This design comes from an exercise in tuning for small area on the open sky130 flow, not from production work. Function was checked by simulation only, so behaviour that the tests miss may differ from the original. Power figures rest on the tool's default switching activity, not on a simulated workload.

**flow/config.mk**
```make
export PLATFORM = sky130hd
export DESIGN_NAME = pipeline_top
export DESIGN_NICKNAME = pipeline_top
export VERILOG_FILES = /design/flow/design.v
export SDC_FILE = /design/flow/constraint.sdc
export NUM_CORES = 4
export LEC_CHECK = 0
export CAP_MARGIN = 20
export CORE_MARGIN = 2
export CORE_UTILIZATION = 40
export SETUP_SLACK_MARGIN = 0.3
export SLEW_MARGIN = 20
```
**flow/constraint.sdc**
```tcl
create_clock -name core_clock -period 8.0 [get_ports {clk}]
set_input_delay 1.6000 -clock core_clock [delete_from_list [all_inputs] [get_ports {clk}]]
set_output_delay 1.6000 -clock core_clock [all_outputs]
set_load 0.01 [all_outputs]
```
**flow/design.v**
```verilog
`default_nettype none
package cpu_pkg;
	localparam logic [2:0] C_NOP  = 3'b000;
	localparam logic [2:0] C_ALU  = 3'b001;
	localparam logic [2:0] C_ADDI = 3'b010;
	localparam logic [2:0] C_BEQ  = 3'b100;
	localparam logic [2:0] C_LWI  = 3'b110;
	localparam logic [2:0] C_SWI  = 3'b111;
endpackage
`default_nettype wire
`default_nettype none
module pipeline_top (
	input  logic        clk,
	input  logic        rst_n,
	input  logic [31:0] instruction,
	output logic        im_read,
	output logic [9:0]  im_address,
	output logic        dm_read,
	output logic        dm_write,
	output logic [11:0] dm_address,
	output logic [31:0] dm_in,
	input  logic [31:0] dm_out,
	output logic        alu_overflow
);
	logic [9:0]  pc;
	logic        fetch_active;
	logic [2:0]  id_cls;        
	logic [25:0] id_ins;        
	logic        ex_wr, ex_load, ex_store, ex_ovf;
	logic [4:0]  ex_dest;
	logic [31:0] ex_w;          
	logic [11:0] ex_a;          
	logic        mem_wr, mem_load, mem_store;
	logic [4:0]  mem_dest;
	logic [31:0] mem_w;
	logic [11:0] mem_a;
	logic [31:0] regs [32];
	logic [31:0] valid;
	logic        c_alu, c_addi, c_lwi, c_swi, c_beq, use_imm;
	logic [4:0]  ra, rt, rb, s2;
	logic [4:0]  sub_op;
	logic [31:0] imm;
	assign c_alu   = id_cls == cpu_pkg::C_ALU;
	assign c_addi  = id_cls == cpu_pkg::C_ADDI;
	assign c_lwi   = id_cls == cpu_pkg::C_LWI;
	assign c_swi   = id_cls == cpu_pkg::C_SWI;
	assign c_beq   = id_cls == cpu_pkg::C_BEQ;
	assign use_imm = c_addi | c_lwi | c_swi;
	assign rt     = id_ins[25:21];
	assign ra     = id_ins[20:16];
	assign rb     = id_ins[15:11];
	assign sub_op = id_ins[4:0];
	assign imm    = {{16{id_ins[15]}}, id_ins[15:0]};
	assign s2     = c_alu ? rb : rt;
	logic [31:0] ra_raw, s2_raw;
	logic [31:0] sel_a, sel_b;
	always_comb begin
		ra_raw = '0;
		s2_raw = '0;
		for (int i = 0; i < 32; i++) begin
			sel_a[i] = valid[i] && ra == 5'(i);
			sel_b[i] = valid[i] && s2 == 5'(i);
			ra_raw = ra_raw | (regs[i] & {32{sel_a[i]}});
			s2_raw = s2_raw | (regs[i] & {32{sel_b[i]}});
		end
	end
	logic [31:0] mem_val, a, b2;
	assign mem_val = mem_load ? dm_out : mem_w;
	assign a  = (ex_wr && ex_dest == ra) ? ex_w : (((mem_wr || mem_load) && mem_dest == ra) ? mem_val : ra_raw);
	assign b2 = (ex_wr && ex_dest == s2) ? ex_w : (((mem_wr || mem_load) && mem_dest == s2) ? mem_val : s2_raw);
	logic stall;
	assign stall = ex_load && (ex_dest == ra || ex_dest == s2);
	logic        is_sub, alu_ok;
	logic [31:0] b, bx, p, g, sum, result;
	assign is_sub = c_alu && sub_op == 5'd1;
	assign alu_ok = c_alu && sub_op <= 5'd4;
	assign b   = use_imm ? imm : b2;
	assign bx  = b ^ {32{is_sub}};
	assign p   = a ^ bx;
	assign g   = a & bx;
	assign sum = a + bx + {31'd0, is_sub};
	always_comb begin
		case (sub_op[2:0])
			3'd2:    result = g;
			3'd3:    result = p | g;
			3'd4:    result = p;
			default: result = sum;
		endcase
		if (!c_alu) result = sum;
	end
	logic ovf;
	assign ovf = (use_imm || (c_alu && sub_op[4:1] == 4'd0)) &&
		(a[31] == bx[31]) && (sum[31] != a[31]);
	logic taken;
	assign taken = c_beq && !stall && (p == 32'd0);
	always_ff @(posedge clk or negedge rst_n) begin
		if (!rst_n) begin
			pc <= '0;
		end else if (!stall) begin
			pc <= taken ? pc + imm[9:0] + 10'h3ff : pc + 10'd1;
		end
	end
	always_ff @(posedge clk or negedge rst_n) begin
		if (!rst_n) fetch_active <= 1'b0;
		else        fetch_active <= 1'b1;
	end
	logic [2:0] if_cls;
	always_comb begin
		case (instruction[31:26])
			6'd0:    if_cls = cpu_pkg::C_ALU;
			6'd8:    if_cls = cpu_pkg::C_ADDI;
			6'd2:    if_cls = cpu_pkg::C_LWI;
			6'd3:    if_cls = cpu_pkg::C_SWI;
			6'd4:    if_cls = cpu_pkg::C_BEQ;
			default: if_cls = cpu_pkg::C_NOP;
		endcase
	end
	always_ff @(posedge clk or negedge rst_n) begin
		if (!rst_n)      id_cls <= cpu_pkg::C_NOP;
		else if (!stall) id_cls <= taken ? cpu_pkg::C_NOP : if_cls;
	end
	always_ff @(posedge clk) begin
		if (!stall) id_ins <= instruction[25:0];
	end
	always_ff @(posedge clk or negedge rst_n) begin
		if (!rst_n) begin
			ex_wr    <= 1'b0;
			ex_load  <= 1'b0;
			ex_store <= 1'b0;
			ex_ovf   <= 1'b0;
		end else begin
			ex_wr    <= !stall && (alu_ok || c_addi);
			ex_load  <= !stall && c_lwi;
			ex_store <= !stall && c_swi;
			ex_ovf   <= !stall && ovf;
		end
	end
	always_ff @(posedge clk) begin
		ex_dest <= rt;
		ex_w    <= c_swi ? b2 : result;
		ex_a    <= sum[11:0];
	end
	always_ff @(posedge clk or negedge rst_n) begin
		if (!rst_n) begin
			mem_wr    <= 1'b0;
			mem_load  <= 1'b0;
			mem_store <= 1'b0;
		end else begin
			mem_wr    <= ex_wr;
			mem_load  <= ex_load;
			mem_store <= ex_store;
		end
	end
	always_ff @(posedge clk) begin
		mem_dest <= ex_dest;
		mem_w    <= ex_w;
		mem_a    <= ex_a;
	end
	always_ff @(posedge clk or negedge rst_n) begin
		if (!rst_n) begin
			valid <= '0;
		end else if (mem_wr || mem_load) begin
			valid[mem_dest] <= 1'b1;
		end
	end
	always_ff @(posedge clk) begin
		if (mem_wr || mem_load) regs[mem_dest] <= mem_val;
	end
	assign im_read      = fetch_active;
	assign im_address   = pc;
	assign dm_read      = mem_load;
	assign dm_write     = mem_store;
	assign dm_address   = mem_a;
	assign dm_in        = mem_w;
	assign alu_overflow = ex_ovf;
endmodule
`default_nettype wire
```
**flow/run.sh**
```bash
#!/bin/bash
# synth_recipe.tcl (not shown) runs the flow's synth.tcl, then flattens the netlist and writes it again
# the make line also repeats each setting of config.mk as NAME=value (left out here)
make -C /OpenROAD-flow-scripts/flow DESIGN_CONFIG=/design/flow/config.mk WORK_HOME=/design/flow/orfs CLKGATE_MAP_FILE= SYNTH_SCRIPT=/design/flow/synth_recipe.tcl finish
```
==> key figures <==
Status
  – Status: complete, no violations

Place
  – Final HPWL DP: between 150 and 200 mm
  – I/O Buffers: roughly 120
  – Routability Congestion: between 1 and 1.5

Clock network
  – Clock root cell: clkbuf_16
  – CTS tree: yes
  – Clk pin slew, worst setup/hold paths: 0.06 ns
  – CTS Sinks: ~1200
  – CTS Hold Bufs: 0
  – Htree depth: 4
  – Clk buf depth: 3
  – CTS Buf Count: 130
  – Clock Latency Late Sink: about 0.80 ns

Die
  – Cell row count: 136
  – Die H: between 300 and 400 µm
  – Ports: around 120
  – Die area: 0.142 mm²
  – Die W: approximately 380 µm
  – Core area: between 0.1 and 0.15 mm²
  – Starting Density: 0.403

Synthesis
  – Mapped Avg Cell Area: between 10 and 15 µm²
  – Number of synthesized flops with an enable pin: 1050
  – Post-synth cell types: between 80 and 90
  – Ys Warns: 1
  – Count leader, synth: edfxtp_1
  – Synthesized instance count: around 4300
  – Leading register cell type out of synthesis: edfxtp_1
  – Syn Nets: ~4400
  – Cell taking the most area after synthesis: edfxtp_1
  – Top post-synthesis cells by area: edfxtp_1, a22oi_1, a221oi_1
  – Seq cells post-synth: roughly 1200
  – Seq/Total Area, Yosys: 0.628
  – Synthesized area: about 0.055 mm²
  – Yosys top cell area share: 0.568
  – Synth top cells by count: edfxtp_1, a22oi_1, clkbuf_1
  – Async SR Flop Fraction: 0.0441

STA
  – RSZ-0062 raised after global routing: no
  – Final slew viol count: 0
  – Slew at the pin closest to its max-slew limit: between 1 and 1.5 ns
  – Tmin final: 7.45 ns
  – Relative slew slack: 0.122
  – Hold Violations, Final: 0
  – Final setup fails: 0
  – Final setup skew: 0.0343 ns
  – Post-route setup TNS: 0 ns
  – Max Freq: 0.134 GHz
  – Final Cycle Share: 0.932

Layout
  – Syn-to-layout area delta: 15.8%
  – Fillers: 12100
  – Layout cell share with drive strength beyond 1: 0.139
  – NumNets Final: around 4600
  – Finished Core Util: 0.467

Drt
  – DRC errors left: 0
  – Initial drt markers: approximately 13000
  – Routed wire per std cell: about 45 µm
  – Routed WL: ~280 mm
  – Vias: a little under 50000
  – Vias per cell: 7.72
  – Detailed Routing Iterations Pass 1: 17
  – DRT antenna net count: 0

Setup path
  – CP delay by family, top: compound AO/OA/AOI/OAI gates
  – Delay of the slowest cell on the worst path: 0.76 ns
  – Worst R2R Start: id_cls[2]
  – Worst path bufs/invs: 1
  – R2r endpoint: ex_w[16]
  – Required time worst endpoint: around 8.7 ns
  – Slowest stage cell, crit path: or3b_1
  – Critical path class: flip-flop to flip-flop
  – CP Max Fanout: 25
  – Worst reg2reg setup slack: between 0.5 and 0.6 ns
  – Crit. End Element: flip-flop
  – Worst path arrival time: 8.12 ns
  – Crit-path most repeated cell: a21oi_1
  – Depth of the most critical reg-to-reg path: 26
  – Setup crit start kind: flip-flop

Min path
  – Hold EP: mem_a[10]
  – Hold_sp: ex_a[10]
  – WHS Path Cells: 0
  – Hold crit path type: flip-flop to flip-flop

GRT
  – Initial antenna violation count: 14
  – Number of global-route vias before repair: between 40000 and 50000
  – GRT overflow: 0
  – Total GRT Usage: 0.388
  – Global-route wire length before repair: ~380 mm
  – Largest net degree at the start of global routing: between 60 and 70

Power and ir drop
  – Pwr dens: 230 mW/mm²
  – Worst vdd ir: 220 µV
  – Total design power: 0.0148 W
  – Leak: around 22 nW

Flow run
  – MaxCap Viol Count: 0
## worst max-delay path by stage
stage                           to  startpoint  slack (ns)  cells after the start
after global placement    ex_w[28]   id_cls[2]        0.74                     24
after floorplan           ex_w[28]   id_cls[2]        2.09                     29
after global routing      ex_w[28]   id_cls[2]        0.32                     26
after detailed placement  ex_w[28]   id_cls[2]        0.80                     24
final                     ex_w[16]   id_cls[2]        0.55                     26
after CTS                 ex_w[28]   id_cls[2]        0.79                     24
## cell families after synthesis
kind of cell / after synthesis / share of synthesized area
xor+xnor: 106 / 0.0167
flops: 1201 / 0.628
fa+ha+maj: 88 / 0.0201
other cells: 1 / 0.0000676
simple gates: 933 / 0.0873
compound gates: 1400 / 0.197
mux: 96 / 0.0189
buf+inv: 466 / 0.0322
## state kept, by name (all words and copies together) (netlist names), 3 cells and up
| name | cells |
|---|---|
| regs | 1024 |
| mem_w | 32 |
| ex_a | 12 |
| ex_dest | 5 |
| id_ins | 26 |
| ex_w | 32 |
| mem_dest | 5 |
| mem_a | 12 |
| valid | 32 |
| id_cls | 3 |
| pc | 10 |
## routing by layer
metal / track usage / part of all wire / up-vias
li1: - / - / 17900
met1: 0.489 / 0.34 / 23600
met4: 0.287 / 0.099 / 14
met2: 0.518 / 0.38 / 5768
met5: 0.00172 / 0.00061 / -
met3: 0.175 / 0.18 / 1621
## layout make-up
class | instances | area, µm² | area share
flip-flops and latches | 1201 | 34800 | 0.542
multi-input cells | 2624 | 19400 | 0.301
clock buffers | 161 | 3430 | 0.0534
repair buffers | 351 | 3120 | 0.0486
well taps | 1794 | 2240 | 0.0350
clock inverters | 75 | 777 | 0.0121
inverters | 120 | 450 | 0.00701
diodes | 10 | 25.0 | 0.000390
## metrics by stage
step	cell area (µm²)	instances	worst slack, ns	hold slack [ns]
after CTS	64100	6319	0.789	0.327
after detailed placement	59900	6083	0.804	0.313
final	64200	6336	0.547	0.325
after floorplan	55500	4291	2.09	0.310
after global placement	59900	6083	0.737	0.313
after global routing	64200	6327	0.323	0.333
## cells in the final DEF, fill, tap and decap left out, types with 52 or more instances in the layout
| cell type | synthesis | final |
|---|---|---|
| a22o_1 | 188 | 188 |
| a22oi_1 | 410 | 410 |
| ha_1 | 86 | 86 |
| o21ai_0 | 64 | 64 |
| mux2_2 | 72 | 72 |
| nor2_1 | 207 | 170 |
| nand2_1 | 144 | 144 |
| a21oi_1 | 164 | 164 |
| dfxtp_1 | 98 | 98 |
| xnor2_1 | 92 | 92 |
| a221oi_1 | 225 | 225 |
| nor3_1 | 78 | 75 |
| buf_4 | 0 | 213 |
| a222oi_1 | 129 | 129 |
| dfrtp_1 | 53 | 52 |
| clkbuf_16 | 0 | 132 |
| clkdlybuf4s50_1 | 0 | 122 |
| nand4_1 | 120 | 120 |
| edfxtp_1 | 1050 | 1050 |
| inv_1 | 119 | 119 |
| nor4_1 | 54 | 53 |
| nand3_1 | 134 | 133 |
## power by group
part           internal, W  leakage (nW)  switching, W
clock              0.00338          2.05       0.00269
sequential         0.00712          11.2      0.000176
combinational     0.000485          8.60      0.000906
total               0.0110          21.9       0.00378
## timing repair
item / in CTS / in global routing
gates resized for setup: 0 / 1
setup buffers: 0 / 6
endpoints found under the setup margin: 0 / 2

==> what the ideal ports hide <==
How much do the figures lean on ideal ports? The routed layout below was timed once more, with nothing changed but the port constraints.
Step 1 sets driving cells, clkbuf_16 on the clock port and buf_2 on the other inputs (assumed; they add their load-dependent delay and slew).
Step 2, shift: input delay + t, output delay - t, t = (earliest + latest rising clock arrival at the registers) / 2. This alone moves slack from input paths to output paths.
a / b / c = ideal ports / drivers / drivers and shift; a / b = the first two.
t (ns): 0.868
slack for setup (ns): 0.547 / 0.547 / 0.547
worst setup path at the end: register to register
slew at the worst register clock pin (ns): 0.07 / 0.07
cell pins on the clock port's net: 1
After both steps setup and hold are still met in this run. The setup slack of this run moves by 0.000 ns with the drivers and by 0.000 ns with both steps.
